From an optimization exercise on the open Yosys and OpenROAD flow, aimed at small area, a short achievable clock period and few clock cycles per item; shortcuts taken in it are not production practice.
For this run, only the layout was checked, not whether the RTL still works.
Power and IR drop assume default switching activity.

### config.mk
export PLATFORM = sky130hd
export DESIGN_NAME = csa_multiplier
export DESIGN_NICKNAME = csa_multiplier
export VERILOG_FILES = /design/flow/design.v
export SDC_FILE = /design/flow/constraint.sdc
export NUM_CORES = 4
export LEC_CHECK = 0
export ABC_CLOCK_PERIOD_IN_PS = 3500
export CAP_MARGIN = 20
export CORE_MARGIN = 2
export CORE_UTILIZATION = 40
export SETUP_SLACK_MARGIN = 3.0
export SLEW_MARGIN = 20
### constraint.sdc
create_clock -name core_clock -period 6.5 [get_ports {clk}]
set_input_delay 1.3000 -clock core_clock [delete_from_list [all_inputs] [get_ports {clk}]]
set_output_delay 1.3000 -clock core_clock [all_outputs]
set_load 0.01 [all_outputs]
### design.v
module csa_multiplier (
    input  logic        clk,
    input  logic        rst_n,
    input  logic        in_valid,
    input  logic [15:0] x,
    input  logic [15:0] y,
    output logic        out_valid,
    output logic [31:0] product
);
    logic        v1, v2;
    logic [15:0] xr;
    logic [15:0] yr;
    logic [31:0] sa, sb;        
    logic [31:0] ta, tb;        
    logic pp1;
    logic pp2;
    logic pp3;
    logic pp4;
    logic pp5;
    logic pp6;
    logic pp7;
    logic pp8;
    logic pp9;
    logic pp10;
    logic pp11;
    logic pp12;
    logic pp13;
    logic pp14;
    logic pp15;
    logic pp16;
    logic pp17;
    logic pp18;
    logic pp19;
    logic pp20;
    logic pp21;
    logic pp22;
    logic pp23;
    logic pp24;
    logic pp25;
    logic pp26;
    logic pp27;
    logic pp28;
    logic pp29;
    logic pp30;
    logic pp31;
    logic pp32;
    logic pp33;
    logic pp34;
    logic pp35;
    logic pp36;
    logic pp37;
    logic pp38;
    logic pp39;
    logic pp40;
    logic pp41;
    logic pp42;
    logic pp43;
    logic pp44;
    logic pp45;
    logic pp46;
    logic pp47;
    logic pp48;
    logic pp49;
    logic pp50;
    logic pp51;
    logic pp52;
    logic pp53;
    logic pp54;
    logic pp55;
    logic pp56;
    logic pp57;
    logic pp58;
    logic pp59;
    logic pp60;
    logic pp61;
    logic pp62;
    logic pp63;
    logic pp64;
    logic pp65;
    logic pp66;
    logic pp67;
    logic pp68;
    logic pp69;
    logic pp70;
    logic pp71;
    logic pp72;
    logic pp73;
    logic pp74;
    logic pp75;
    logic pp76;
    logic pp77;
    logic pp78;
    logic pp79;
    logic pp80;
    logic pp81;
    logic pp82;
    logic pp83;
    logic pp84;
    logic pp85;
    logic pp86;
    logic pp87;
    logic pp88;
    logic pp89;
    logic pp90;
    logic pp91;
    logic pp92;
    logic pp93;
    logic pp94;
    logic pp95;
    logic pp96;
    logic pp97;
    logic pp98;
    logic pp99;
    logic pp100;
    logic pp101;
    logic pp102;
    logic pp103;
    logic pp104;
    logic pp105;
    logic pp106;
    logic pp107;
    logic pp108;
    logic pp109;
    logic pp110;
    logic pp111;
    logic pp112;
    logic pp113;
    logic pp114;
    logic pp115;
    logic pp116;
    logic pp117;
    logic pp118;
    logic pp119;
    logic pp120;
    logic pp121;
    logic pp122;
    logic pp123;
    logic pp124;
    logic pp125;
    logic pp126;
    logic pp127;
    logic pp128;
    logic pp129;
    logic pp130;
    logic pp131;
    logic pp132;
    logic pp133;
    logic pp134;
    logic pp135;
    logic pp136;
    logic pp137;
    logic pp138;
    logic pp139;
    logic pp140;
    logic pp141;
    logic pp142;
    logic pp143;
    logic pp144;
    logic pp145;
    logic pp146;
    logic pp147;
    logic pp148;
    logic pp149;
    logic pp150;
    logic pp151;
    logic pp152;
    logic pp153;
    logic pp154;
    logic pp155;
    logic pp156;
    logic pp157;
    logic pp158;
    logic pp159;
    logic pp160;
    logic pp161;
    logic pp162;
    logic pp163;
    logic pp164;
    logic pp165;
    logic pp166;
    logic pp167;
    logic pp168;
    logic pp169;
    logic pp170;
    logic pp171;
    logic pp172;
    logic pp173;
    logic pp174;
    logic pp175;
    logic pp176;
    logic pp177;
    logic pp178;
    logic pp179;
    logic pp180;
    logic pp181;
    logic pp182;
    logic pp183;
    logic pp184;
    logic pp185;
    logic pp186;
    logic pp187;
    logic pp188;
    logic pp189;
    logic pp190;
    logic pp191;
    logic pp192;
    logic pp193;
    logic pp194;
    logic pp195;
    logic pp196;
    logic pp197;
    logic pp198;
    logic pp199;
    logic pp200;
    logic pp201;
    logic pp202;
    logic pp203;
    logic pp204;
    logic pp205;
    logic pp206;
    logic pp207;
    logic pp208;
    logic pp209;
    logic pp210;
    logic pp211;
    logic pp212;
    logic pp213;
    logic pp214;
    logic pp215;
    logic pp216;
    logic pp217;
    logic pp218;
    logic pp219;
    logic pp220;
    logic pp221;
    logic pp222;
    logic pp223;
    logic pp224;
    logic pp225;
    logic pp226;
    logic pp227;
    logic pp228;
    logic pp229;
    logic pp230;
    logic pp231;
    logic pp232;
    logic pp233;
    logic pp234;
    logic pp235;
    logic pp236;
    logic pp237;
    logic pp238;
    logic pp239;
    logic pp240;
    logic pp241;
    logic pp242;
    logic pp243;
    logic pp244;
    logic pp245;
    logic pp246;
    logic pp247;
    logic pp248;
    logic pp249;
    logic pp250;
    logic pp251;
    logic pp252;
    logic pp253;
    logic pp254;
    logic pp255;
    logic pp256;
    logic s257;
    logic c258;
    logic s259;
    logic c260;
    logic s261;
    logic c262;
    logic s263;
    logic c264;
    logic s265;
    logic c266;
    logic s267;
    logic c268;
    logic s269;
    logic c270;
    logic s271;
    logic c272;
    logic s273;
    logic c274;
    logic s275;
    logic c276;
    logic s277;
    logic c278;
    logic s279;
    logic c280;
    logic s281;
    logic c282;
    logic s283;
    logic c284;
    logic s285;
    logic c286;
    logic s287;
    logic c288;
    logic s289;
    logic c290;
    logic s291;
    logic c292;
    logic s293;
    logic c294;
    logic s295;
    logic c296;
    logic s297;
    logic c298;
    logic s299;
    logic c300;
    logic s301;
    logic c302;
    logic s303;
    logic c304;
    logic s305;
    logic c306;
    logic s307;
    logic c308;
    logic s309;
    logic c310;
    logic s311;
    logic c312;
    logic s313;
    logic c314;
    logic s315;
    logic c316;
    logic s317;
    logic c318;
    logic s319;
    logic c320;
    logic s321;
    logic c322;
    logic s323;
    logic c324;
    logic s325;
    logic c326;
    logic s327;
    logic c328;
    logic s329;
    logic c330;
    logic s331;
    logic c332;
    logic s333;
    logic c334;
    logic s335;
    logic c336;
    logic s337;
    logic c338;
    logic s339;
    logic c340;
    logic s341;
    logic c342;
    logic s343;
    logic c344;
    logic s345;
    logic c346;
    logic s347;
    logic c348;
    logic s349;
    logic c350;
    logic s351;
    logic c352;
    logic s353;
    logic c354;
    logic s355;
    logic c356;
    logic s357;
    logic c358;
    logic s359;
    logic c360;
    logic s361;
    logic c362;
    logic s363;
    logic c364;
    logic s365;
    logic c366;
    logic s367;
    logic c368;
    logic s369;
    logic c370;
    logic s371;
    logic c372;
    logic s373;
    logic c374;
    logic s375;
    logic c376;
    logic s377;
    logic c378;
    logic s379;
    logic c380;
    logic s381;
    logic c382;
    logic s383;
    logic c384;
    logic s385;
    logic c386;
    logic s387;
    logic c388;
    logic s389;
    logic c390;
    logic s391;
    logic c392;
    logic s393;
    logic c394;
    logic s395;
    logic c396;
    logic s397;
    logic c398;
    logic s399;
    logic c400;
    logic s401;
    logic c402;
    logic s403;
    logic c404;
    logic s405;
    logic c406;
    logic s407;
    logic c408;
    logic s409;
    logic c410;
    logic s411;
    logic c412;
    logic s413;
    logic c414;
    logic s415;
    logic c416;
    logic s417;
    logic c418;
    logic s419;
    logic c420;
    logic s421;
    logic c422;
    logic s423;
    logic c424;
    logic s425;
    logic c426;
    logic s427;
    logic c428;
    logic s429;
    logic c430;
    logic s431;
    logic c432;
    logic s433;
    logic c434;
    logic s435;
    logic c436;
    logic s437;
    logic c438;
    logic s439;
    logic c440;
    logic s441;
    logic c442;
    logic s443;
    logic c444;
    logic s445;
    logic c446;
    logic s447;
    logic c448;
    logic s449;
    logic c450;
    logic s451;
    logic c452;
    logic s453;
    logic c454;
    logic s455;
    logic c456;
    logic s457;
    logic c458;
    logic s459;
    logic c460;
    logic s461;
    logic c462;
    logic s463;
    logic c464;
    logic s465;
    logic c466;
    logic s467;
    logic c468;
    logic s469;
    logic c470;
    logic s471;
    logic c472;
    logic s473;
    logic c474;
    logic s475;
    logic c476;
    logic s477;
    logic c478;
    logic s479;
    logic c480;
    logic s481;
    logic c482;
    logic s483;
    logic c484;
    logic s485;
    logic c486;
    logic s487;
    logic c488;
    logic s489;
    logic c490;
    logic s491;
    logic c492;
    logic s493;
    logic c494;
    logic s495;
    logic c496;
    logic s497;
    logic c498;
    logic s499;
    logic c500;
    logic s501;
    logic c502;
    logic s503;
    logic c504;
    logic s505;
    logic c506;
    logic s507;
    logic c508;
    logic s509;
    logic c510;
    logic s511;
    logic c512;
    logic s513;
    logic c514;
    logic s515;
    logic c516;
    logic s517;
    logic c518;
    logic s519;
    logic c520;
    logic s521;
    logic c522;
    logic s523;
    logic c524;
    logic s525;
    logic c526;
    logic s527;
    logic c528;
    logic s529;
    logic c530;
    logic s531;
    logic c532;
    logic s533;
    logic c534;
    logic s535;
    logic c536;
    logic s537;
    logic c538;
    logic s539;
    logic c540;
    logic s541;
    logic c542;
    logic s543;
    logic c544;
    logic s545;
    logic c546;
    logic s547;
    logic c548;
    logic s549;
    logic c550;
    logic s551;
    logic c552;
    logic s553;
    logic c554;
    logic s555;
    logic c556;
    logic s557;
    logic c558;
    logic s559;
    logic c560;
    logic s561;
    logic c562;
    logic s563;
    logic c564;
    logic s565;
    logic c566;
    logic s567;
    logic c568;
    logic s569;
    logic c570;
    logic s571;
    logic c572;
    logic s573;
    logic c574;
    logic s575;
    logic c576;
    logic s577;
    logic c578;
    logic s579;
    logic c580;
    logic s581;
    logic c582;
    logic s583;
    logic c584;
    logic s585;
    logic c586;
    logic s587;
    logic c588;
    logic s589;
    logic c590;
    logic s591;
    logic c592;
    logic s593;
    logic c594;
    logic s595;
    logic c596;
    logic s597;
    logic c598;
    logic s599;
    logic c600;
    logic s601;
    logic c602;
    logic s603;
    logic c604;
    logic s605;
    logic c606;
    logic s607;
    logic c608;
    logic s609;
    logic c610;
    logic s611;
    logic c612;
    logic s613;
    logic c614;
    logic s615;
    logic c616;
    logic s617;
    logic c618;
    logic s619;
    logic c620;
    logic s621;
    logic c622;
    logic s623;
    logic c624;
    logic s625;
    logic c626;
    logic s627;
    logic c628;
    logic s629;
    logic c630;
    logic s631;
    logic c632;
    logic s633;
    logic c634;
    logic s635;
    logic c636;
    logic s637;
    logic c638;
    logic s639;
    logic c640;
    logic s641;
    logic c642;
    logic s643;
    logic c644;
    logic s645;
    logic c646;
    logic s647;
    logic c648;
    logic s649;
    logic c650;
    logic s651;
    logic c652;
    logic s653;
    logic c654;
    logic s655;
    logic c656;
    logic s657;
    logic c658;
    logic s659;
    logic c660;
    logic s661;
    logic c662;
    logic s663;
    logic c664;
    logic s665;
    logic c666;
    logic s667;
    logic c668;
    logic s669;
    logic c670;
    logic s671;
    logic c672;
    logic s673;
    logic c674;
    logic s675;
    logic c676;
    always_ff @(posedge clk) begin
        if (!rst_n) v1 <= 1'b0;
        else        v1 <= in_valid;
    end
    always_ff @(posedge clk) begin
        xr <= x;
        yr <= y;
    end
    assign pp1 = xr[0] & yr[0];
    assign pp2 = xr[1] & yr[0];
    assign pp3 = xr[2] & yr[0];
    assign pp4 = xr[3] & yr[0];
    assign pp5 = xr[4] & yr[0];
    assign pp6 = xr[5] & yr[0];
    assign pp7 = xr[6] & yr[0];
    assign pp8 = xr[7] & yr[0];
    assign pp9 = xr[8] & yr[0];
    assign pp10 = xr[9] & yr[0];
    assign pp11 = xr[10] & yr[0];
    assign pp12 = xr[11] & yr[0];
    assign pp13 = xr[12] & yr[0];
    assign pp14 = xr[13] & yr[0];
    assign pp15 = xr[14] & yr[0];
    assign pp16 = xr[15] & yr[0];
    assign pp17 = xr[0] & yr[1];
    assign pp18 = xr[1] & yr[1];
    assign pp19 = xr[2] & yr[1];
    assign pp20 = xr[3] & yr[1];
    assign pp21 = xr[4] & yr[1];
    assign pp22 = xr[5] & yr[1];
    assign pp23 = xr[6] & yr[1];
    assign pp24 = xr[7] & yr[1];
    assign pp25 = xr[8] & yr[1];
    assign pp26 = xr[9] & yr[1];
    assign pp27 = xr[10] & yr[1];
    assign pp28 = xr[11] & yr[1];
    assign pp29 = xr[12] & yr[1];
    assign pp30 = xr[13] & yr[1];
    assign pp31 = xr[14] & yr[1];
    assign pp32 = xr[15] & yr[1];
    assign pp33 = xr[0] & yr[2];
    assign pp34 = xr[1] & yr[2];
    assign pp35 = xr[2] & yr[2];
    assign pp36 = xr[3] & yr[2];
    assign pp37 = xr[4] & yr[2];
    assign pp38 = xr[5] & yr[2];
    assign pp39 = xr[6] & yr[2];
    assign pp40 = xr[7] & yr[2];
    assign pp41 = xr[8] & yr[2];
    assign pp42 = xr[9] & yr[2];
    assign pp43 = xr[10] & yr[2];
    assign pp44 = xr[11] & yr[2];
    assign pp45 = xr[12] & yr[2];
    assign pp46 = xr[13] & yr[2];
    assign pp47 = xr[14] & yr[2];
    assign pp48 = xr[15] & yr[2];
    assign pp49 = xr[0] & yr[3];
    assign pp50 = xr[1] & yr[3];
    assign pp51 = xr[2] & yr[3];
    assign pp52 = xr[3] & yr[3];
    assign pp53 = xr[4] & yr[3];
    assign pp54 = xr[5] & yr[3];
    assign pp55 = xr[6] & yr[3];
    assign pp56 = xr[7] & yr[3];
    assign pp57 = xr[8] & yr[3];
    assign pp58 = xr[9] & yr[3];
    assign pp59 = xr[10] & yr[3];
    assign pp60 = xr[11] & yr[3];
    assign pp61 = xr[12] & yr[3];
    assign pp62 = xr[13] & yr[3];
    assign pp63 = xr[14] & yr[3];
    assign pp64 = xr[15] & yr[3];
    assign pp65 = xr[0] & yr[4];
    assign pp66 = xr[1] & yr[4];
    assign pp67 = xr[2] & yr[4];
    assign pp68 = xr[3] & yr[4];
    assign pp69 = xr[4] & yr[4];
    assign pp70 = xr[5] & yr[4];
    assign pp71 = xr[6] & yr[4];
    assign pp72 = xr[7] & yr[4];
    assign pp73 = xr[8] & yr[4];
    assign pp74 = xr[9] & yr[4];
    assign pp75 = xr[10] & yr[4];
    assign pp76 = xr[11] & yr[4];
    assign pp77 = xr[12] & yr[4];
    assign pp78 = xr[13] & yr[4];
    assign pp79 = xr[14] & yr[4];
    assign pp80 = xr[15] & yr[4];
    assign pp81 = xr[0] & yr[5];
    assign pp82 = xr[1] & yr[5];
    assign pp83 = xr[2] & yr[5];
    assign pp84 = xr[3] & yr[5];
    assign pp85 = xr[4] & yr[5];
    assign pp86 = xr[5] & yr[5];
    assign pp87 = xr[6] & yr[5];
    assign pp88 = xr[7] & yr[5];
    assign pp89 = xr[8] & yr[5];
    assign pp90 = xr[9] & yr[5];
    assign pp91 = xr[10] & yr[5];
    assign pp92 = xr[11] & yr[5];
    assign pp93 = xr[12] & yr[5];
    assign pp94 = xr[13] & yr[5];
    assign pp95 = xr[14] & yr[5];
    assign pp96 = xr[15] & yr[5];
    assign pp97 = xr[0] & yr[6];
    assign pp98 = xr[1] & yr[6];
    assign pp99 = xr[2] & yr[6];
    assign pp100 = xr[3] & yr[6];
    assign pp101 = xr[4] & yr[6];
    assign pp102 = xr[5] & yr[6];
    assign pp103 = xr[6] & yr[6];
    assign pp104 = xr[7] & yr[6];
    assign pp105 = xr[8] & yr[6];
    assign pp106 = xr[9] & yr[6];
    assign pp107 = xr[10] & yr[6];
    assign pp108 = xr[11] & yr[6];
    assign pp109 = xr[12] & yr[6];
    assign pp110 = xr[13] & yr[6];
    assign pp111 = xr[14] & yr[6];
    assign pp112 = xr[15] & yr[6];
    assign pp113 = xr[0] & yr[7];
    assign pp114 = xr[1] & yr[7];
    assign pp115 = xr[2] & yr[7];
    assign pp116 = xr[3] & yr[7];
    assign pp117 = xr[4] & yr[7];
    assign pp118 = xr[5] & yr[7];
    assign pp119 = xr[6] & yr[7];
    assign pp120 = xr[7] & yr[7];
    assign pp121 = xr[8] & yr[7];
    assign pp122 = xr[9] & yr[7];
    assign pp123 = xr[10] & yr[7];
    assign pp124 = xr[11] & yr[7];
    assign pp125 = xr[12] & yr[7];
    assign pp126 = xr[13] & yr[7];
    assign pp127 = xr[14] & yr[7];
    assign pp128 = xr[15] & yr[7];
    assign pp129 = xr[0] & yr[8];
    assign pp130 = xr[1] & yr[8];
    assign pp131 = xr[2] & yr[8];
    assign pp132 = xr[3] & yr[8];
    assign pp133 = xr[4] & yr[8];
    assign pp134 = xr[5] & yr[8];
    assign pp135 = xr[6] & yr[8];
    assign pp136 = xr[7] & yr[8];
    assign pp137 = xr[8] & yr[8];
    assign pp138 = xr[9] & yr[8];
    assign pp139 = xr[10] & yr[8];
    assign pp140 = xr[11] & yr[8];
    assign pp141 = xr[12] & yr[8];
    assign pp142 = xr[13] & yr[8];
    assign pp143 = xr[14] & yr[8];
    assign pp144 = xr[15] & yr[8];
    assign pp145 = xr[0] & yr[9];
    assign pp146 = xr[1] & yr[9];
    assign pp147 = xr[2] & yr[9];
    assign pp148 = xr[3] & yr[9];
    assign pp149 = xr[4] & yr[9];
    assign pp150 = xr[5] & yr[9];
    assign pp151 = xr[6] & yr[9];
    assign pp152 = xr[7] & yr[9];
    assign pp153 = xr[8] & yr[9];
    assign pp154 = xr[9] & yr[9];
    assign pp155 = xr[10] & yr[9];
    assign pp156 = xr[11] & yr[9];
    assign pp157 = xr[12] & yr[9];
    assign pp158 = xr[13] & yr[9];
    assign pp159 = xr[14] & yr[9];
    assign pp160 = xr[15] & yr[9];
    assign pp161 = xr[0] & yr[10];
    assign pp162 = xr[1] & yr[10];
    assign pp163 = xr[2] & yr[10];
    assign pp164 = xr[3] & yr[10];
    assign pp165 = xr[4] & yr[10];
    assign pp166 = xr[5] & yr[10];
    assign pp167 = xr[6] & yr[10];
    assign pp168 = xr[7] & yr[10];
    assign pp169 = xr[8] & yr[10];
    assign pp170 = xr[9] & yr[10];
    assign pp171 = xr[10] & yr[10];
    assign pp172 = xr[11] & yr[10];
    assign pp173 = xr[12] & yr[10];
    assign pp174 = xr[13] & yr[10];
    assign pp175 = xr[14] & yr[10];
    assign pp176 = xr[15] & yr[10];
    assign pp177 = xr[0] & yr[11];
    assign pp178 = xr[1] & yr[11];
    assign pp179 = xr[2] & yr[11];
    assign pp180 = xr[3] & yr[11];
    assign pp181 = xr[4] & yr[11];
    assign pp182 = xr[5] & yr[11];
    assign pp183 = xr[6] & yr[11];
    assign pp184 = xr[7] & yr[11];
    assign pp185 = xr[8] & yr[11];
    assign pp186 = xr[9] & yr[11];
    assign pp187 = xr[10] & yr[11];
    assign pp188 = xr[11] & yr[11];
    assign pp189 = xr[12] & yr[11];
    assign pp190 = xr[13] & yr[11];
    assign pp191 = xr[14] & yr[11];
    assign pp192 = xr[15] & yr[11];
    assign pp193 = xr[0] & yr[12];
    assign pp194 = xr[1] & yr[12];
    assign pp195 = xr[2] & yr[12];
    assign pp196 = xr[3] & yr[12];
    assign pp197 = xr[4] & yr[12];
    assign pp198 = xr[5] & yr[12];
    assign pp199 = xr[6] & yr[12];
    assign pp200 = xr[7] & yr[12];
    assign pp201 = xr[8] & yr[12];
    assign pp202 = xr[9] & yr[12];
    assign pp203 = xr[10] & yr[12];
    assign pp204 = xr[11] & yr[12];
    assign pp205 = xr[12] & yr[12];
    assign pp206 = xr[13] & yr[12];
    assign pp207 = xr[14] & yr[12];
    assign pp208 = xr[15] & yr[12];
    assign pp209 = xr[0] & yr[13];
    assign pp210 = xr[1] & yr[13];
    assign pp211 = xr[2] & yr[13];
    assign pp212 = xr[3] & yr[13];
    assign pp213 = xr[4] & yr[13];
    assign pp214 = xr[5] & yr[13];
    assign pp215 = xr[6] & yr[13];
    assign pp216 = xr[7] & yr[13];
    assign pp217 = xr[8] & yr[13];
    assign pp218 = xr[9] & yr[13];
    assign pp219 = xr[10] & yr[13];
    assign pp220 = xr[11] & yr[13];
    assign pp221 = xr[12] & yr[13];
    assign pp222 = xr[13] & yr[13];
    assign pp223 = xr[14] & yr[13];
    assign pp224 = xr[15] & yr[13];
    assign pp225 = xr[0] & yr[14];
    assign pp226 = xr[1] & yr[14];
    assign pp227 = xr[2] & yr[14];
    assign pp228 = xr[3] & yr[14];
    assign pp229 = xr[4] & yr[14];
    assign pp230 = xr[5] & yr[14];
    assign pp231 = xr[6] & yr[14];
    assign pp232 = xr[7] & yr[14];
    assign pp233 = xr[8] & yr[14];
    assign pp234 = xr[9] & yr[14];
    assign pp235 = xr[10] & yr[14];
    assign pp236 = xr[11] & yr[14];
    assign pp237 = xr[12] & yr[14];
    assign pp238 = xr[13] & yr[14];
    assign pp239 = xr[14] & yr[14];
    assign pp240 = xr[15] & yr[14];
    assign pp241 = xr[0] & yr[15];
    assign pp242 = xr[1] & yr[15];
    assign pp243 = xr[2] & yr[15];
    assign pp244 = xr[3] & yr[15];
    assign pp245 = xr[4] & yr[15];
    assign pp246 = xr[5] & yr[15];
    assign pp247 = xr[6] & yr[15];
    assign pp248 = xr[7] & yr[15];
    assign pp249 = xr[8] & yr[15];
    assign pp250 = xr[9] & yr[15];
    assign pp251 = xr[10] & yr[15];
    assign pp252 = xr[11] & yr[15];
    assign pp253 = xr[12] & yr[15];
    assign pp254 = xr[13] & yr[15];
    assign pp255 = xr[14] & yr[15];
    assign pp256 = xr[15] & yr[15];
    assign s257 = pp18 ^ pp3;
    assign c258 = pp18 & pp3;
    assign s259 = pp19 ^ pp34 ^ pp4;
    assign c260 = (pp19 & pp34) | (pp19 & pp4) | (pp34 & pp4);
    assign s261 = pp49 ^ c258;
    assign c262 = pp49 & c258;
    assign s263 = pp20 ^ pp35 ^ pp5;
    assign c264 = (pp20 & pp35) | (pp20 & pp5) | (pp35 & pp5);
    assign s265 = pp50 ^ pp65 ^ c262;
    assign c266 = (pp50 & pp65) | (pp50 & c262) | (pp65 & c262);
    assign s267 = c260 ^ s263;
    assign c268 = c260 & s263;
    assign s269 = pp21 ^ pp36 ^ pp51;
    assign c270 = (pp21 & pp36) | (pp21 & pp51) | (pp36 & pp51);
    assign s271 = pp6 ^ pp66 ^ pp81;
    assign c272 = (pp6 & pp66) | (pp6 & pp81) | (pp66 & pp81);
    assign s273 = c264 ^ s269 ^ s271;
    assign c274 = (c264 & s269) | (c264 & s271) | (s269 & s271);
    assign s275 = c268 ^ c266;
    assign c276 = c268 & c266;
    assign s277 = pp22 ^ pp37 ^ pp52;
    assign c278 = (pp22 & pp37) | (pp22 & pp52) | (pp37 & pp52);
    assign s279 = pp67 ^ pp7 ^ pp82;
    assign c280 = (pp67 & pp7) | (pp67 & pp82) | (pp7 & pp82);
    assign s281 = pp97 ^ c270 ^ c272;
    assign c282 = (pp97 & c270) | (pp97 & c272) | (c270 & c272);
    assign s283 = s277 ^ s279 ^ c274;
    assign c284 = (s277 & s279) | (s277 & c274) | (s279 & c274);
    assign s285 = s281 ^ c276;
    assign c286 = s281 & c276;
    assign s287 = pp113 ^ pp23 ^ pp38;
    assign c288 = (pp113 & pp23) | (pp113 & pp38) | (pp23 & pp38);
    assign s289 = pp53 ^ pp68 ^ pp8;
    assign c290 = (pp53 & pp68) | (pp53 & pp8) | (pp68 & pp8);
    assign s291 = pp83 ^ pp98 ^ c278;
    assign c292 = (pp83 & pp98) | (pp83 & c278) | (pp98 & c278);
    assign s293 = c280 ^ s287 ^ s289;
    assign c294 = (c280 & s287) | (c280 & s289) | (s287 & s289);
    assign s295 = c282 ^ s291 ^ s293;
    assign c296 = (c282 & s291) | (c282 & s293) | (s291 & s293);
    assign s297 = c286 ^ c284;
    assign c298 = c286 & c284;
    assign s299 = pp114 ^ pp129 ^ pp24;
    assign c300 = (pp114 & pp129) | (pp114 & pp24) | (pp129 & pp24);
    assign s301 = pp39 ^ pp54 ^ pp69;
    assign c302 = (pp39 & pp54) | (pp39 & pp69) | (pp54 & pp69);
    assign s303 = pp84 ^ pp9 ^ pp99;
    assign c304 = (pp84 & pp9) | (pp84 & pp99) | (pp9 & pp99);
    assign s305 = c288 ^ c290 ^ s299;
    assign c306 = (c288 & c290) | (c288 & s299) | (c290 & s299);
    assign s307 = s301 ^ s303 ^ c292;
    assign c308 = (s301 & s303) | (s301 & c292) | (s303 & c292);
    assign s309 = c294 ^ s305 ^ s307;
    assign c310 = (c294 & s305) | (c294 & s307) | (s305 & s307);
    assign s311 = c296 ^ c298;
    assign c312 = c296 & c298;
    assign s313 = pp10 ^ pp100 ^ pp115;
    assign c314 = (pp10 & pp100) | (pp10 & pp115) | (pp100 & pp115);
    assign s315 = pp130 ^ pp145 ^ pp25;
    assign c316 = (pp130 & pp145) | (pp130 & pp25) | (pp145 & pp25);
    assign s317 = pp40 ^ pp55 ^ pp70;
    assign c318 = (pp40 & pp55) | (pp40 & pp70) | (pp55 & pp70);
    assign s319 = pp85 ^ c300 ^ c302;
    assign c320 = (pp85 & c300) | (pp85 & c302) | (c300 & c302);
    assign s321 = c304 ^ s313 ^ s315;
    assign c322 = (c304 & s313) | (c304 & s315) | (s313 & s315);
    assign s323 = s317 ^ c306 ^ s319;
    assign c324 = (s317 & c306) | (s317 & s319) | (c306 & s319);
    assign s325 = s321 ^ c308 ^ s323;
    assign c326 = (s321 & c308) | (s321 & s323) | (c308 & s323);
    assign s327 = c312 ^ c310;
    assign c328 = c312 & c310;
    assign s329 = pp101 ^ pp11 ^ pp116;
    assign c330 = (pp101 & pp11) | (pp101 & pp116) | (pp11 & pp116);
    assign s331 = pp131 ^ pp146 ^ pp161;
    assign c332 = (pp131 & pp146) | (pp131 & pp161) | (pp146 & pp161);
    assign s333 = pp26 ^ pp41 ^ pp56;
    assign c334 = (pp26 & pp41) | (pp26 & pp56) | (pp41 & pp56);
    assign s335 = pp71 ^ pp86 ^ c314;
    assign c336 = (pp71 & pp86) | (pp71 & c314) | (pp86 & c314);
    assign s337 = c316 ^ c318 ^ s329;
    assign c338 = (c316 & c318) | (c316 & s329) | (c318 & s329);
    assign s339 = s331 ^ s333 ^ c320;
    assign c340 = (s331 & s333) | (s331 & c320) | (s333 & c320);
    assign s341 = c322 ^ s335 ^ s337;
    assign c342 = (c322 & s335) | (c322 & s337) | (s335 & s337);
    assign s343 = c324 ^ s339 ^ s341;
    assign c344 = (c324 & s339) | (c324 & s341) | (s339 & s341);
    assign s345 = c326 ^ c328;
    assign c346 = c326 & c328;
    assign s347 = pp102 ^ pp117 ^ pp12;
    assign c348 = (pp102 & pp117) | (pp102 & pp12) | (pp117 & pp12);
    assign s349 = pp132 ^ pp147 ^ pp162;
    assign c350 = (pp132 & pp147) | (pp132 & pp162) | (pp147 & pp162);
    assign s351 = pp177 ^ pp27 ^ pp42;
    assign c352 = (pp177 & pp27) | (pp177 & pp42) | (pp27 & pp42);
    assign s353 = pp57 ^ pp72 ^ pp87;
    assign c354 = (pp57 & pp72) | (pp57 & pp87) | (pp72 & pp87);
    assign s355 = c330 ^ c332 ^ c334;
    assign c356 = (c330 & c332) | (c330 & c334) | (c332 & c334);
    assign s357 = s347 ^ s349 ^ s351;
    assign c358 = (s347 & s349) | (s347 & s351) | (s349 & s351);
    assign s359 = s353 ^ c336 ^ c338;
    assign c360 = (s353 & c336) | (s353 & c338) | (c336 & c338);
    assign s361 = s355 ^ s357 ^ c340;
    assign c362 = (s355 & s357) | (s355 & c340) | (s357 & c340);
    assign s363 = c342 ^ s359 ^ s361;
    assign c364 = (c342 & s359) | (c342 & s361) | (s359 & s361);
    assign s365 = c344 ^ c346;
    assign c366 = c344 & c346;
    assign s367 = pp103 ^ pp118 ^ pp13;
    assign c368 = (pp103 & pp118) | (pp103 & pp13) | (pp118 & pp13);
    assign s369 = pp133 ^ pp148 ^ pp163;
    assign c370 = (pp133 & pp148) | (pp133 & pp163) | (pp148 & pp163);
    assign s371 = pp178 ^ pp193 ^ pp28;
    assign c372 = (pp178 & pp193) | (pp178 & pp28) | (pp193 & pp28);
    assign s373 = pp43 ^ pp58 ^ pp73;
    assign c374 = (pp43 & pp58) | (pp43 & pp73) | (pp58 & pp73);
    assign s375 = pp88 ^ c348 ^ c350;
    assign c376 = (pp88 & c348) | (pp88 & c350) | (c348 & c350);
    assign s377 = c352 ^ c354 ^ s367;
    assign c378 = (c352 & c354) | (c352 & s367) | (c354 & s367);
    assign s379 = s369 ^ s371 ^ s373;
    assign c380 = (s369 & s371) | (s369 & s373) | (s371 & s373);
    assign s381 = c356 ^ c358 ^ s375;
    assign c382 = (c356 & c358) | (c356 & s375) | (c358 & s375);
    assign s383 = s377 ^ s379 ^ c360;
    assign c384 = (s377 & s379) | (s377 & c360) | (s379 & c360);
    assign s385 = s381 ^ c362 ^ s383;
    assign c386 = (s381 & c362) | (s381 & s383) | (c362 & s383);
    assign s387 = c364 ^ c366;
    assign c388 = c364 & c366;
    assign s389 = pp104 ^ pp119 ^ pp134;
    assign c390 = (pp104 & pp119) | (pp104 & pp134) | (pp119 & pp134);
    assign s391 = pp14 ^ pp149 ^ pp164;
    assign c392 = (pp14 & pp149) | (pp14 & pp164) | (pp149 & pp164);
    assign s393 = pp179 ^ pp194 ^ pp209;
    assign c394 = (pp179 & pp194) | (pp179 & pp209) | (pp194 & pp209);
    assign s395 = pp29 ^ pp44 ^ pp59;
    assign c396 = (pp29 & pp44) | (pp29 & pp59) | (pp44 & pp59);
    assign s397 = pp74 ^ pp89 ^ c368;
    assign c398 = (pp74 & pp89) | (pp74 & c368) | (pp89 & c368);
    assign s399 = c370 ^ c372 ^ c374;
    assign c400 = (c370 & c372) | (c370 & c374) | (c372 & c374);
    assign s401 = s389 ^ s391 ^ s393;
    assign c402 = (s389 & s391) | (s389 & s393) | (s391 & s393);
    assign s403 = s395 ^ c376 ^ c378;
    assign c404 = (s395 & c376) | (s395 & c378) | (c376 & c378);
    assign s405 = c380 ^ s397 ^ s399;
    assign c406 = (c380 & s397) | (c380 & s399) | (s397 & s399);
    assign s407 = s401 ^ c382 ^ s403;
    assign c408 = (s401 & c382) | (s401 & s403) | (c382 & s403);
    assign s409 = s405 ^ c384 ^ s407;
    assign c410 = (s405 & c384) | (s405 & s407) | (c384 & s407);
    assign s411 = c386 ^ s409;
    assign c412 = c386 & s409;
    assign s413 = pp105 ^ pp120 ^ pp135;
    assign c414 = (pp105 & pp120) | (pp105 & pp135) | (pp120 & pp135);
    assign s415 = pp15 ^ pp150 ^ pp165;
    assign c416 = (pp15 & pp150) | (pp15 & pp165) | (pp150 & pp165);
    assign s417 = pp180 ^ pp195 ^ pp210;
    assign c418 = (pp180 & pp195) | (pp180 & pp210) | (pp195 & pp210);
    assign s419 = pp225 ^ pp30 ^ pp45;
    assign c420 = (pp225 & pp30) | (pp225 & pp45) | (pp30 & pp45);
    assign s421 = pp60 ^ pp75 ^ pp90;
    assign c422 = (pp60 & pp75) | (pp60 & pp90) | (pp75 & pp90);
    assign s423 = c390 ^ c392 ^ c394;
    assign c424 = (c390 & c392) | (c390 & c394) | (c392 & c394);
    assign s425 = c396 ^ s413 ^ s415;
    assign c426 = (c396 & s413) | (c396 & s415) | (s413 & s415);
    assign s427 = s417 ^ s419 ^ s421;
    assign c428 = (s417 & s419) | (s417 & s421) | (s419 & s421);
    assign s429 = c398 ^ c400 ^ c402;
    assign c430 = (c398 & c400) | (c398 & c402) | (c400 & c402);
    assign s431 = s423 ^ s425 ^ s427;
    assign c432 = (s423 & s425) | (s423 & s427) | (s425 & s427);
    assign s433 = c404 ^ c406 ^ s429;
    assign c434 = (c404 & c406) | (c404 & s429) | (c406 & s429);
    assign s435 = s431 ^ c408 ^ s433;
    assign c436 = (s431 & c408) | (s431 & s433) | (c408 & s433);
    assign s437 = c410 ^ s435;
    assign c438 = c410 & s435;
    assign s439 = pp106 ^ pp121 ^ pp136;
    assign c440 = (pp106 & pp121) | (pp106 & pp136) | (pp121 & pp136);
    assign s441 = pp151 ^ pp16 ^ pp166;
    assign c442 = (pp151 & pp16) | (pp151 & pp166) | (pp16 & pp166);
    assign s443 = pp181 ^ pp196 ^ pp211;
    assign c444 = (pp181 & pp196) | (pp181 & pp211) | (pp196 & pp211);
    assign s445 = pp226 ^ pp241 ^ pp31;
    assign c446 = (pp226 & pp241) | (pp226 & pp31) | (pp241 & pp31);
    assign s447 = pp46 ^ pp61 ^ pp76;
    assign c448 = (pp46 & pp61) | (pp46 & pp76) | (pp61 & pp76);
    assign s449 = pp91 ^ c414 ^ c416;
    assign c450 = (pp91 & c414) | (pp91 & c416) | (c414 & c416);
    assign s451 = c418 ^ c420 ^ c422;
    assign c452 = (c418 & c420) | (c418 & c422) | (c420 & c422);
    assign s453 = s439 ^ s441 ^ s443;
    assign c454 = (s439 & s441) | (s439 & s443) | (s441 & s443);
    assign s455 = s445 ^ s447 ^ c424;
    assign c456 = (s445 & s447) | (s445 & c424) | (s447 & c424);
    assign s457 = c426 ^ c428 ^ s449;
    assign c458 = (c426 & c428) | (c426 & s449) | (c428 & s449);
    assign s459 = s451 ^ s453 ^ c430;
    assign c460 = (s451 & s453) | (s451 & c430) | (s453 & c430);
    assign s461 = s455 ^ c432 ^ s457;
    assign c462 = (s455 & c432) | (s455 & s457) | (c432 & s457);
    assign s463 = c434 ^ s459 ^ s461;
    assign c464 = (c434 & s459) | (c434 & s461) | (s459 & s461);
    assign s465 = c436 ^ s463;
    assign c466 = c436 & s463;
    assign s467 = pp107 ^ pp122 ^ pp137;
    assign c468 = (pp107 & pp122) | (pp107 & pp137) | (pp122 & pp137);
    assign s469 = pp152 ^ pp167 ^ pp182;
    assign c470 = (pp152 & pp167) | (pp152 & pp182) | (pp167 & pp182);
    assign s471 = pp197 ^ pp212 ^ pp227;
    assign c472 = (pp197 & pp212) | (pp197 & pp227) | (pp212 & pp227);
    assign s473 = pp242 ^ pp32 ^ pp47;
    assign c474 = (pp242 & pp32) | (pp242 & pp47) | (pp32 & pp47);
    assign s475 = pp62 ^ pp77 ^ pp92;
    assign c476 = (pp62 & pp77) | (pp62 & pp92) | (pp77 & pp92);
    assign s477 = c440 ^ c442 ^ c444;
    assign c478 = (c440 & c442) | (c440 & c444) | (c442 & c444);
    assign s479 = c446 ^ c448 ^ s467;
    assign c480 = (c446 & c448) | (c446 & s467) | (c448 & s467);
    assign s481 = s469 ^ s471 ^ s473;
    assign c482 = (s469 & s471) | (s469 & s473) | (s471 & s473);
    assign s483 = s475 ^ c450 ^ c452;
    assign c484 = (s475 & c450) | (s475 & c452) | (c450 & c452);
    assign s485 = c454 ^ s477 ^ s479;
    assign c486 = (c454 & s477) | (c454 & s479) | (s477 & s479);
    assign s487 = s481 ^ c456 ^ c458;
    assign c488 = (s481 & c456) | (s481 & c458) | (c456 & c458);
    assign s489 = s483 ^ s485 ^ c460;
    assign c490 = (s483 & s485) | (s483 & c460) | (s485 & c460);
    assign s491 = c462 ^ s487 ^ s489;
    assign c492 = (c462 & s487) | (c462 & s489) | (s487 & s489);
    assign s493 = c464 ^ c466;
    assign c494 = c464 & c466;
    assign s495 = pp108 ^ pp123 ^ pp138;
    assign c496 = (pp108 & pp123) | (pp108 & pp138) | (pp123 & pp138);
    assign s497 = pp153 ^ pp168 ^ pp183;
    assign c498 = (pp153 & pp168) | (pp153 & pp183) | (pp168 & pp183);
    assign s499 = pp198 ^ pp213 ^ pp228;
    assign c500 = (pp198 & pp213) | (pp198 & pp228) | (pp213 & pp228);
    assign s501 = pp243 ^ pp48 ^ pp63;
    assign c502 = (pp243 & pp48) | (pp243 & pp63) | (pp48 & pp63);
    assign s503 = pp78 ^ pp93 ^ c468;
    assign c504 = (pp78 & pp93) | (pp78 & c468) | (pp93 & c468);
    assign s505 = c470 ^ c472 ^ c474;
    assign c506 = (c470 & c472) | (c470 & c474) | (c472 & c474);
    assign s507 = c476 ^ s495 ^ s497;
    assign c508 = (c476 & s495) | (c476 & s497) | (s495 & s497);
    assign s509 = s499 ^ s501 ^ c478;
    assign c510 = (s499 & s501) | (s499 & c478) | (s501 & c478);
    assign s511 = c480 ^ c482 ^ s503;
    assign c512 = (c480 & c482) | (c480 & s503) | (c482 & s503);
    assign s513 = s505 ^ s507 ^ c484;
    assign c514 = (s505 & s507) | (s505 & c484) | (s507 & c484);
    assign s515 = s509 ^ c486 ^ s511;
    assign c516 = (s509 & c486) | (s509 & s511) | (c486 & s511);
    assign s517 = c488 ^ s513 ^ s515;
    assign c518 = (c488 & s513) | (c488 & s515) | (s513 & s515);
    assign s519 = c490 ^ s517 ^ c492;
    assign c520 = (c490 & s517) | (c490 & c492) | (s517 & c492);
    assign s521 = pp109 ^ pp124 ^ pp139;
    assign c522 = (pp109 & pp124) | (pp109 & pp139) | (pp124 & pp139);
    assign s523 = pp154 ^ pp169 ^ pp184;
    assign c524 = (pp154 & pp169) | (pp154 & pp184) | (pp169 & pp184);
    assign s525 = pp199 ^ pp214 ^ pp229;
    assign c526 = (pp199 & pp214) | (pp199 & pp229) | (pp214 & pp229);
    assign s527 = pp244 ^ pp64 ^ pp79;
    assign c528 = (pp244 & pp64) | (pp244 & pp79) | (pp64 & pp79);
    assign s529 = pp94 ^ c496 ^ c498;
    assign c530 = (pp94 & c496) | (pp94 & c498) | (c496 & c498);
    assign s531 = c500 ^ c502 ^ s521;
    assign c532 = (c500 & c502) | (c500 & s521) | (c502 & s521);
    assign s533 = s523 ^ s525 ^ s527;
    assign c534 = (s523 & s525) | (s523 & s527) | (s525 & s527);
    assign s535 = c504 ^ c506 ^ c508;
    assign c536 = (c504 & c506) | (c504 & c508) | (c506 & c508);
    assign s537 = s529 ^ s531 ^ s533;
    assign c538 = (s529 & s531) | (s529 & s533) | (s531 & s533);
    assign s539 = c510 ^ c512 ^ s535;
    assign c540 = (c510 & c512) | (c510 & s535) | (c512 & s535);
    assign s541 = s537 ^ c514 ^ c516;
    assign c542 = (s537 & c514) | (s537 & c516) | (c514 & c516);
    assign s543 = s539 ^ c518 ^ s541;
    assign c544 = (s539 & c518) | (s539 & s541) | (c518 & s541);
    assign s545 = pp110 ^ pp125 ^ pp140;
    assign c546 = (pp110 & pp125) | (pp110 & pp140) | (pp125 & pp140);
    assign s547 = pp155 ^ pp170 ^ pp185;
    assign c548 = (pp155 & pp170) | (pp155 & pp185) | (pp170 & pp185);
    assign s549 = pp200 ^ pp215 ^ pp230;
    assign c550 = (pp200 & pp215) | (pp200 & pp230) | (pp215 & pp230);
    assign s551 = pp245 ^ pp80 ^ pp95;
    assign c552 = (pp245 & pp80) | (pp245 & pp95) | (pp80 & pp95);
    assign s553 = c522 ^ c524 ^ c526;
    assign c554 = (c522 & c524) | (c522 & c526) | (c524 & c526);
    assign s555 = c528 ^ s545 ^ s547;
    assign c556 = (c528 & s545) | (c528 & s547) | (s545 & s547);
    assign s557 = s549 ^ s551 ^ c530;
    assign c558 = (s549 & s551) | (s549 & c530) | (s551 & c530);
    assign s559 = c532 ^ c534 ^ s553;
    assign c560 = (c532 & c534) | (c532 & s553) | (c534 & s553);
    assign s561 = s555 ^ c536 ^ s557;
    assign c562 = (s555 & c536) | (s555 & s557) | (c536 & s557);
    assign s563 = c538 ^ s559 ^ c540;
    assign c564 = (c538 & s559) | (c538 & c540) | (s559 & c540);
    assign s565 = s561 ^ c542 ^ s563;
    assign c566 = (s561 & c542) | (s561 & s563) | (c542 & s563);
    assign s567 = pp111 ^ pp126 ^ pp141;
    assign c568 = (pp111 & pp126) | (pp111 & pp141) | (pp126 & pp141);
    assign s569 = pp156 ^ pp171 ^ pp186;
    assign c570 = (pp156 & pp171) | (pp156 & pp186) | (pp171 & pp186);
    assign s571 = pp201 ^ pp216 ^ pp231;
    assign c572 = (pp201 & pp216) | (pp201 & pp231) | (pp216 & pp231);
    assign s573 = pp246 ^ pp96 ^ c546;
    assign c574 = (pp246 & pp96) | (pp246 & c546) | (pp96 & c546);
    assign s575 = c548 ^ c550 ^ c552;
    assign c576 = (c548 & c550) | (c548 & c552) | (c550 & c552);
    assign s577 = s567 ^ s569 ^ s571;
    assign c578 = (s567 & s569) | (s567 & s571) | (s569 & s571);
    assign s579 = c554 ^ c556 ^ s573;
    assign c580 = (c554 & c556) | (c554 & s573) | (c556 & s573);
    assign s581 = s575 ^ s577 ^ c558;
    assign c582 = (s575 & s577) | (s575 & c558) | (s577 & c558);
    assign s583 = c560 ^ s579 ^ c562;
    assign c584 = (c560 & s579) | (c560 & c562) | (s579 & c562);
    assign s585 = s581 ^ s583 ^ c564;
    assign c586 = (s581 & s583) | (s581 & c564) | (s583 & c564);
    assign s587 = pp112 ^ pp127 ^ pp142;
    assign c588 = (pp112 & pp127) | (pp112 & pp142) | (pp127 & pp142);
    assign s589 = pp157 ^ pp172 ^ pp187;
    assign c590 = (pp157 & pp172) | (pp157 & pp187) | (pp172 & pp187);
    assign s591 = pp202 ^ pp217 ^ pp232;
    assign c592 = (pp202 & pp217) | (pp202 & pp232) | (pp217 & pp232);
    assign s593 = pp247 ^ c568 ^ c570;
    assign c594 = (pp247 & c568) | (pp247 & c570) | (c568 & c570);
    assign s595 = c572 ^ s587 ^ s589;
    assign c596 = (c572 & s587) | (c572 & s589) | (s587 & s589);
    assign s597 = s591 ^ c574 ^ c576;
    assign c598 = (s591 & c574) | (s591 & c576) | (c574 & c576);
    assign s599 = c578 ^ s593 ^ s595;
    assign c600 = (c578 & s593) | (c578 & s595) | (s593 & s595);
    assign s601 = c580 ^ s597 ^ s599;
    assign c602 = (c580 & s597) | (c580 & s599) | (s597 & s599);
    assign s603 = c582 ^ s601 ^ c584;
    assign c604 = (c582 & s601) | (c582 & c584) | (s601 & c584);
    assign s605 = pp128 ^ pp143 ^ pp158;
    assign c606 = (pp128 & pp143) | (pp128 & pp158) | (pp143 & pp158);
    assign s607 = pp173 ^ pp188 ^ pp203;
    assign c608 = (pp173 & pp188) | (pp173 & pp203) | (pp188 & pp203);
    assign s609 = pp218 ^ pp233 ^ pp248;
    assign c610 = (pp218 & pp233) | (pp218 & pp248) | (pp233 & pp248);
    assign s611 = c588 ^ c590 ^ c592;
    assign c612 = (c588 & c590) | (c588 & c592) | (c590 & c592);
    assign s613 = s605 ^ s607 ^ s609;
    assign c614 = (s605 & s607) | (s605 & s609) | (s607 & s609);
    assign s615 = c594 ^ c596 ^ s611;
    assign c616 = (c594 & c596) | (c594 & s611) | (c596 & s611);
    assign s617 = s613 ^ c598 ^ c600;
    assign c618 = (s613 & c598) | (s613 & c600) | (c598 & c600);
    assign s619 = s615 ^ c602 ^ s617;
    assign c620 = (s615 & c602) | (s615 & s617) | (c602 & s617);
    assign s621 = pp144 ^ pp159 ^ pp174;
    assign c622 = (pp144 & pp159) | (pp144 & pp174) | (pp159 & pp174);
    assign s623 = pp189 ^ pp204 ^ pp219;
    assign c624 = (pp189 & pp204) | (pp189 & pp219) | (pp204 & pp219);
    assign s625 = pp234 ^ pp249 ^ c606;
    assign c626 = (pp234 & pp249) | (pp234 & c606) | (pp249 & c606);
    assign s627 = c608 ^ c610 ^ s621;
    assign c628 = (c608 & c610) | (c608 & s621) | (c610 & s621);
    assign s629 = s623 ^ c612 ^ c614;
    assign c630 = (s623 & c612) | (s623 & c614) | (c612 & c614);
    assign s631 = s625 ^ s627 ^ c616;
    assign c632 = (s625 & s627) | (s625 & c616) | (s627 & c616);
    assign s633 = s629 ^ c618 ^ s631;
    assign c634 = (s629 & c618) | (s629 & s631) | (c618 & s631);
    assign s635 = pp160 ^ pp175 ^ pp190;
    assign c636 = (pp160 & pp175) | (pp160 & pp190) | (pp175 & pp190);
    assign s637 = pp205 ^ pp220 ^ pp235;
    assign c638 = (pp205 & pp220) | (pp205 & pp235) | (pp220 & pp235);
    assign s639 = pp250 ^ c622 ^ c624;
    assign c640 = (pp250 & c622) | (pp250 & c624) | (c622 & c624);
    assign s641 = s635 ^ s637 ^ c626;
    assign c642 = (s635 & s637) | (s635 & c626) | (s637 & c626);
    assign s643 = c628 ^ s639 ^ c630;
    assign c644 = (c628 & s639) | (c628 & c630) | (s639 & c630);
    assign s645 = s641 ^ c632 ^ s643;
    assign c646 = (s641 & c632) | (s641 & s643) | (c632 & s643);
    assign s647 = pp176 ^ pp191 ^ pp206;
    assign c648 = (pp176 & pp191) | (pp176 & pp206) | (pp191 & pp206);
    assign s649 = pp221 ^ pp236 ^ pp251;
    assign c650 = (pp221 & pp236) | (pp221 & pp251) | (pp236 & pp251);
    assign s651 = c636 ^ c638 ^ s647;
    assign c652 = (c636 & c638) | (c636 & s647) | (c638 & s647);
    assign s653 = s649 ^ c640 ^ s651;
    assign c654 = (s649 & c640) | (s649 & s651) | (c640 & s651);
    assign s655 = c642 ^ s653 ^ c644;
    assign c656 = (c642 & s653) | (c642 & c644) | (s653 & c644);
    assign s657 = pp192 ^ pp207 ^ pp222;
    assign c658 = (pp192 & pp207) | (pp192 & pp222) | (pp207 & pp222);
    assign s659 = pp237 ^ pp252 ^ c648;
    assign c660 = (pp237 & pp252) | (pp237 & c648) | (pp252 & c648);
    assign s661 = c650 ^ s657 ^ c652;
    assign c662 = (c650 & s657) | (c650 & c652) | (s657 & c652);
    assign s663 = s659 ^ c654 ^ s661;
    assign c664 = (s659 & c654) | (s659 & s661) | (c654 & s661);
    assign s665 = pp208 ^ pp223 ^ pp238;
    assign c666 = (pp208 & pp223) | (pp208 & pp238) | (pp223 & pp238);
    assign s667 = pp253 ^ c658 ^ s665;
    assign c668 = (pp253 & c658) | (pp253 & s665) | (c658 & s665);
    assign s669 = c660 ^ s667 ^ c662;
    assign c670 = (c660 & s667) | (c660 & c662) | (s667 & c662);
    assign s671 = pp224 ^ pp239 ^ pp254;
    assign c672 = (pp224 & pp239) | (pp224 & pp254) | (pp239 & pp254);
    assign s673 = c666 ^ s671 ^ c668;
    assign c674 = (c666 & s671) | (c666 & c668) | (s671 & c668);
    assign s675 = pp240 ^ pp255 ^ c672;
    assign c676 = (pp240 & pp255) | (pp240 & c672) | (pp255 & c672);
    assign ta[0] = pp1;
    assign tb[0] = 1'b0;
    assign ta[1] = pp2;
    assign tb[1] = pp17;
    assign ta[2] = pp33;
    assign tb[2] = s257;
    assign ta[3] = s259;
    assign tb[3] = s261;
    assign ta[4] = s265;
    assign tb[4] = s267;
    assign ta[5] = s273;
    assign tb[5] = s275;
    assign ta[6] = s283;
    assign tb[6] = s285;
    assign ta[7] = s295;
    assign tb[7] = s297;
    assign ta[8] = s309;
    assign tb[8] = s311;
    assign ta[9] = s325;
    assign tb[9] = s327;
    assign ta[10] = s343;
    assign tb[10] = s345;
    assign ta[11] = s363;
    assign tb[11] = s365;
    assign ta[12] = s385;
    assign tb[12] = s387;
    assign ta[13] = c388;
    assign tb[13] = s411;
    assign ta[14] = c412;
    assign tb[14] = s437;
    assign ta[15] = c438;
    assign tb[15] = s465;
    assign ta[16] = s491;
    assign tb[16] = s493;
    assign ta[17] = c494;
    assign tb[17] = s519;
    assign ta[18] = c520;
    assign tb[18] = s543;
    assign ta[19] = c544;
    assign tb[19] = s565;
    assign ta[20] = c566;
    assign tb[20] = s585;
    assign ta[21] = c586;
    assign tb[21] = s603;
    assign ta[22] = c604;
    assign tb[22] = s619;
    assign ta[23] = c620;
    assign tb[23] = s633;
    assign ta[24] = c634;
    assign tb[24] = s645;
    assign ta[25] = c646;
    assign tb[25] = s655;
    assign ta[26] = c656;
    assign tb[26] = s663;
    assign ta[27] = c664;
    assign tb[27] = s669;
    assign ta[28] = c670;
    assign tb[28] = s673;
    assign ta[29] = c674;
    assign tb[29] = s675;
    assign ta[30] = pp256;
    assign tb[30] = c676;
    assign ta[31] = 1'b0;
    assign tb[31] = 1'b0;
    always_ff @(posedge clk) begin
        if (!rst_n) v2 <= 1'b0;
        else        v2 <= v1;
    end
    always_ff @(posedge clk) begin
        sa <= ta;
        sb <= tb;
    end
    assign out_valid = v2;
    assign product   = sa + sb;
endmodule
### run.sh
#!/bin/bash
# synth_recipe.tcl (not shown) runs the flow's synth.tcl, then flattens the netlist and writes it again
# the make line also repeats each setting of config.mk as NAME=value (left out here)
make -C /OpenROAD-flow-scripts/flow DESIGN_CONFIG=/design/flow/config.mk WORK_HOME=/design/flow/orfs CLKGATE_MAP_FILE= SYNTH_SCRIPT=/design/flow/synth_recipe.tcl finish
==> results_dict.tcl <==
set metrics [dict create \
    fmax_mhz 254 \
    cts-root-buf "clkbuf_16" \
    dp.cells 1344 \
    syn_inst 988 \
    row_count 57 \
    n_fill_cell 2228 \
    required_ns 5.20 \
    grt_usage_pct 21.1 \
    skew_ns 0.00945 \
    grt_pass1_wl_um 41400 \
    crit_family "compound AO/OA/AOI/OAI gates" \
    insertion_delay_ns 0.36 \
    fin_crit_sh_pct 60.7 \
    p_leak_uw 0.00581 \
    crit_type "flop to output pin" \
    seq_area_frac_synth_pct 19.6 \
    drc 0 \
    ys.flop_type "dfxtp_1" \
    num_antenna_cells 0 \
    setup_viol 0 \
    slowest_delay_ns 0.37 \
    core_area_sq_um 24100 \
    grt_pass1_vias 7669 \
    critPathSlowestCell "o311a_1" \
    cts_hold_buf 0 \
    synth_area_sq_um 9720 \
    hold_viol 0 \
    io_pins 68 \
    die_y_um 160 \
    critical_path_arrival_ns 2.64 \
    fp.dieW_um 160 \
    met2_wirelength_um 11700 \
    syn-num-nets 1264 \
    cts_tree "built" \
    yosysWarningCount 1 \
    holdCritPathClass "flop to flop" \
    antenna_found_initial 0 \
    synth-async-reset-ratio_pct 0 \
    power_uw 4600 \
    synth_cell_type_count 49 \
    cp-start-kind "flop" \
    routabilityCongestion 0.822 \
    dieArea_sq_um 25600 \
    clkTransAtPathRegs_ns 0.07 \
    numPortBuffers 67 \
    first_pass_iters 4 \
    dp_hpwl_um 16900 \
    layout-drive-gt1-share_pct 33.0 \
    instances_no_fill 1483 \
    min_period_ns 3.94 \
    cp_common_cell "a21oi_4" \
    cts.path.max_buffers 2 \
    cts-buffers-inserted 9 \
    tightest_slew_ns 0.552 \
    path_cells "ha_4 -> inv_2 -> fa_2 -> nand2b_4 -> a21oi_4 -> o21ai_4 -> a32oi_4 -> a21oi_4 -> o311a_1 -> nor2_2 -> buf_2" \
    dr.max_layer_used "met4" \
    wl_per_cell_um 17.4 \
    drtIter0Drc 376 \
    holdWs_ns 0.446 \
    clock-sinks 95 \
    rsz0062_at_grt "yes" \
    syn2layout_area_growth_pct 30.1 \
    num_vias 7043 \
    syn_avg_cell_area_sq_um 9.84 \
    antenna_left 0 \
    h-tree-depth 3 \
    synth_edf_count 0 \
    max_cap_violations 0 \
    max_slew_margin_pct 63.2 \
    path_max_fanout 4 \
    outcome "no timing/DRC/antenna violations" \
    grt_max_degree 17 \
    slew_violations 0 \
    final_nets 1431 \
    finalSetupTns_ns 0 \
    wirelength_um 25800 \
    place_area_sq_um 10800 \
    power.density_nw_per_um2 364 \
    grt_overflow 0 \
    final_area_sq_um 12600 \
    met1_length_um 11800 \
    wl_met3_um 1970 \
    worst-path-buf-inv 2 \
    start_util_pct 40.3 \
    vias_per_cell 4.75 \
    endpoint_kind "output pin" \
    peakVddDrop_uv 199 \
    synth_seq_cells 95 \
]
-- repair_timing --
| item | CTS | global route |
|---|---|---|
| cloned | 0 | 0 |
| resized for setup | 215 | 109 |
| buffers inserted | 106 | 18 |
| pin swaps | 64 | 72 |
| setup endpoints to repair | 50 | 44 |
-- sequential cells by signal, summed over array words and instances (netlist names) --
signal,flops
sa,31
sb,30
v1,1
v2,1
xr,16
yr,16
-- cell usage after synthesis (3+ instances only) --
master | n | area [sq um]
inv_1 | 204 | 766
fa_1 | 196 | 3920
and2_1 | 150 | 938
nand2_1 | 127 | 477
dfxtp_1 | 95 | 1900
ha_1 | 45 | 563
clkbuf_1 | 34 | 128
a21oi_1 | 24 | 120
xnor2_1 | 21 | 184
a21o_1 | 10 | 75.1
o21ai_0 | 8 | 40.0
and3_1 | 6 | 37.5
nor2_1 | 6 | 22.5
xor2_1 | 6 | 52.6
o21a_1 | 5 | 37.5
o21bai_1 | 5 | 37.5
a31oi_1 | 3 | 18.8
nand3_1 | 3 | 15.0
o21ai_1 | 3 | 15.0
o21ai_2 | 3 | 26.3
-- stage by stage --
stage	setup slack (ns)	utilization, %
2_1_floorplan	2.93	-
3_3_place_gp	2.37	44.6
3_5_place_dp	2.34	44.6
4_1_cts	2.57	50.6
5_1_grt	2.45	52.4
6_report	2.56	52.4
-- layout by cell type (no fill, tap or decap), drive strengths merged, types with 2 or more instances in the layout --
cell,instances
o21a,5
a31oi,5
o221ai,2
inv,205
and3,6
a21o,11
nand3,3
and2,150
o21bai,5
buf,142
a211oi,2
nand4,2
nand2,128
clkbuf,14
nor3,2
nor2,6
xor2,6
fa,196
dfxtp,95
o21ai,15
a21oi,28
dlygate4sd2,3
clkdlybuf4s50,40
nand2b,2
xnor2,21
clkdlybuf4s15,3
ha,45
-- final timing paths --
kind	startpoint	to	slack [ns]	cells past startpoint
setup / recovery	sa[1]	product[29]	2.56	11
hold / removal	v1	v2	0.45	1
setup reg to reg	yr[9]	sb[17]	2.82	12
hold reg to reg	v1	v2	0.45	1
-- area by class of cell --
| cell class | instances | area (sq um) | share of cell area (%) |
|---|---|---|---|
| Sequential cell | 95 | 2030 | 16.0 |
| Timing Repair Buffer | 191 | 1670 | 13.2 |
| Tap cell | 324 | 405 | 3.21 |
| Inverter | 204 | 768 | 6.08 |
| Clock buffer | 11 | 243 | 1.92 |
| Clock inverter | 4 | 55.1 | 0.435 |
| Multi-Input combinational cell | 654 | 7480 | 59.1 |
-- logic make-up after synthesis --
family / share of synthesized area, %
XOR/XNOR: 2.43
flip-flops: 19.6
buffers and inverters: 9.27
adder cells (fa/ha/maj): 46.2
AND/OR/NAND/NOR: 15.9
AO/OA/AOI/OAI: 6.63
-- report_power, final --
| part | internal (uW) | switching [uW] | leakage [uW] | total [uW] |
|---|---|---|---|---|
| Combinational | 1510 | 1710 | 0.00486 | 3220 |
| Sequential | 758 | 83.4 | 0.000810 | 841 |
| Clock | 309 | 232 | 0.000142 | 541 |
| Total | 2580 | 2020 | 0.00581 | 4600 |
-- layer usage --
layer | vias up | GRT usage, %
li1 | 3249 | -
met1 | 3543 | 29.6
met2 | 228 | 32.8
met3 | 23 | 5.66
met4 | 0 | 4.79
met5 | - | 0

==> separate check: timing with driven ports <==
Ports are ideal in the flow. The routed layout listed here was re-timed in OpenROAD. Step 1 assumes that a clkbuf_16 drives the clock port and a buf_2 every other input. Step 2 also shifts input and output timing later by t, the mid clock arrival at the registers, as if the neighbouring blocks saw the same clock. Three values: no drivers, after step 1, after step 2; two values: the first two.
t, ns: 0.399
setup slack, ns: 2.556 / 2.509 / 2.816
clock arrival spread, ns: 0.009 / 0.009
slew at the worst register clock pin (ns): 0.07 / 0.07
pins driven straight from the clock port: 1
After both steps setup and hold are still met in this run. The setup slack of this run moves by -0.047 ns with the drivers and by +0.260 ns with both steps.
